Background: an optimization exercise with open tools, aiming at small area, a short achievable clock period and few clock cycles. Do not read the settings as production practice.
RTL that was checked went through simulation tests only; none was proved equivalent to the original. The clock port is modelled as an ideal driver; clocking choices that lean on that would not hold on a real chip.

== old ==
// box3x3_star_detect_top
module box3x3_star_detect_top (
   input  logic                           clock,
   input  logic                           reset,
   input  logic                           req_valid,
   output logic                           req_ready,
   input  logic [b3sd_pkg::PIX_W-1:0]     req_pixel,
   output logic                           rsp_valid,
   input  logic                           rsp_ready,
   output logic                           rsp_star,
   output logic                           rsp_end_of_row,
   output logic                           rsp_end_of_frame,
   input  logic                           csr_valid,
   output logic                           csr_ready,
   input  logic [b3sd_pkg::CSR_IDX_W-1:0] csr_index,
   input  logic [b3sd_pkg::CSR_DATA_W-1:0] csr_data
);
   localparam int PIX_W  = b3sd_pkg::PIX_W;
   localparam int LVL_W  = b3sd_pkg::LVL_W;
   localparam int VS_W   = 7;    
   localparam int QDEPTH = 4;    
   localparam int CAP    = 4;    
   function automatic logic [10:0] inc11(input logic [10:0] x);
      logic [10:0] p;
      p = x;
      for (int d = 1; d < 11; d = d * 2) begin
         for (int i = 10; i >= d; i--) begin
            p[i] = p[i] & p[i-d];
         end
      end
      inc11 = x ^ {p[9:0], 1'b1};
   endfunction
   function automatic logic [10:0] dec11(input logic [10:0] x);
      logic [10:0] p;
      p = ~x;
      for (int d = 1; d < 11; d = d * 2) begin
         for (int i = 10; i >= d; i--) begin
            p[i] = p[i] & p[i-d];
         end
      end
      dec11 = x ^ {p[9:0], 1'b1};
   endfunction
   function automatic logic carry10(input logic [9:0] a, input logic [9:0] b);
      logic [9:0] g, p;
      g = a & b;
      p = a ^ b;
      for (int d = 1; d < 10; d = d * 2) begin
         for (int i = 9; i >= d; i--) begin
            g[i] = g[i] | (p[i] & g[i-d]);
            p[i] = p[i] & p[i-d];
         end
      end
      carry10 = g[9];
   endfunction
   function automatic logic [6:0] add7(input logic [6:0] a, input logic [6:0] b);
      logic [6:0] g, p, h;
      g = a & b;
      p = a ^ b;
      h = p;
      for (int d = 1; d < 7; d = d * 2) begin
  ...
Size: roughly 1,400 flip-flops, about 29 I/O pins.
Settings: LEC_CHECK=0, CAP_MARGIN=20, CORE_MARGIN=2, CORE_UTILIZATION=70, CTS_CLUSTER_DIAMETER=100, CTS_CLUSTER_SIZE=30, SETUP_SLACK_MARGIN=3.2, SLEW_MARGIN=20; clock period 5.5 ns.
standard.sh (not shown) runs the stock make flow with config.mk's settings and CLKGATE_MAP_FILE= SYNTH_SCRIPT=/design/flow/synth_recipe.tcl, a recipe that flattens the netlist after the stock synthesis.
==> flow/flow/run.sh <==
#!/bin/bash
# Standard layout with plain buffers on the ports and no CTS dummy loads.
set -euo pipefail
export BUFFER_PORTS_ARGS="-buffer_cell sky130_fd_sc_hd__buf_2"
export CTS_ARGS="-sink_clustering_enable -repair_clock_nets -dont_use_dummy_load -sink_clustering_size 30 -sink_clustering_max_diameter 100"
bash standard.sh > standard.log 2>&1
The inputs of new differ from those of old as listed below.
--- a/flow/design.v
+++ b/flow/design.v
@@ -308,15 +308,15 @@
       s2_r    <= s1_r && !reset;
       s2_star <= star;
       s2_eor  <= s1_eor;
       s2_eof  <= s1_eof;
    end
    logic [QDEPTH-1:0] qv_ff;                  
    logic [2:0]        qe_ff [QDEPTH];
-   logic              ov_ff;                  
+   logic              ovn_ff;                 
    logic [2:0]        oc_ff;                  
    logic [2:0]        oc_in;
    logic [QDEPTH-1:0] sv;
    logic [2:0]        se [QDEPTH];
    logic [2:0]        res_w;
    logic              pop, push;
    logic [QDEPTH-1:0] wh;
@@ -348,19 +348,19 @@
       end
    end
    always_ff @(posedge clock) begin
       oc_ff <= oc_in;
    end
    always_ff @(posedge clock) begin
       if (reset) begin
-         qv_ff <= '0;
-         ov_ff <= 1'b0;
+         qv_ff  <= '0;
+         ovn_ff <= 1'b1;
       end else begin
          qv_ff <= sv | wh;
-         ov_ff <= pop ? (qv_ff[1] || push) : (qv_ff[0] || push);
+         ovn_ff <= !(sv[0] || wh[0]);
       end
    end
    logic [CAP-1:0] cr_ff;
    logic [CAP-1:0] cr_in;
    logic           add_tok;
    logic           rdy_out_ff;    
    logic           due_a, due_n, due, rdy_in;
@@ -387,12 +387,12 @@
          cr_ff      <= cr_in;
          rdy_ff     <= rdy_in;
          rdy_out_ff <= accept ? (cr_in[0] && due_a && !(csr_valid || csr_v_q))
                               : (cr_in[0] && due_n && !(csr_valid || csr_v_q));
       end
    end
    assign req_ready        = rdy_out_ff;
-   assign rsp_valid        = ov_ff;
+   assign rsp_valid        = !ovn_ff;
    assign rsp_star         = oc_ff[2];
    assign rsp_end_of_row   = oc_ff[1];
    assign rsp_end_of_frame = oc_ff[0];
 endmodule
==> summary.txt <==
- old and new ended up with roughly the same number of hold buffers added after CTS.
- For new, the first element of the critical path was ovn_ff$_SDFF_PP1_, unlike old, where it was qv_ff[0]$_SDFF_PP0_.
- Compared with old, new shows a higher worst hold margin.
- new vs. old: critical path depth +1; share of the synthesized area in compound gates (AO/OA/AOI/OAI) ~0 delta; inverter count +3; final HPWL from detailed placement +about 5%.
- Looking only at maximum single-stage delay on the critical path, and setting everything else aside, the lower value of old and new goes to new.
- new ends up with a number of gates resized after cts that is 2 lower than in old.
Testbench counts of new, summed over its fixed seeds: cycles 49,192.
No functional check of the RTL was part of old.

-- afterwards: timing with drivers on the ports --
The results above use ideal ports. As a check the final layouts listed here were re-extracted and re-timed, cells and wires unchanged.
Step 1, drivers: a clkbuf_16 drives clock and a buf_2 each remaining input, both assumed.
Step 2, shift: input delay + t, output delay - t, t = (earliest + latest rising clock arrival at the registers) / 2. This alone moves slack from input paths to output paths.
a / b / c = ideal / step 1 / step 2; a / b = the first two.
run	t (ns)	setup WS [ns]	worst hold slack (ns)	latest minus earliest clock arrival (ns)	worst slew at a driven data input, ns
old	0.653	3.263 / 3.207 / 2.807	0.266 / 0.266 / 0.266	0.075 / 0.074	0.09
new	0.670	3.312 / 3.253 / 2.777	0.271 / 0.271 / 0.271	0.066 / 0.066	0.08
After both steps setup and hold are still met in every run listed. The setup slack of new, which loses most, moves by -0.059 ns with the drivers and by -0.535 ns with both steps.
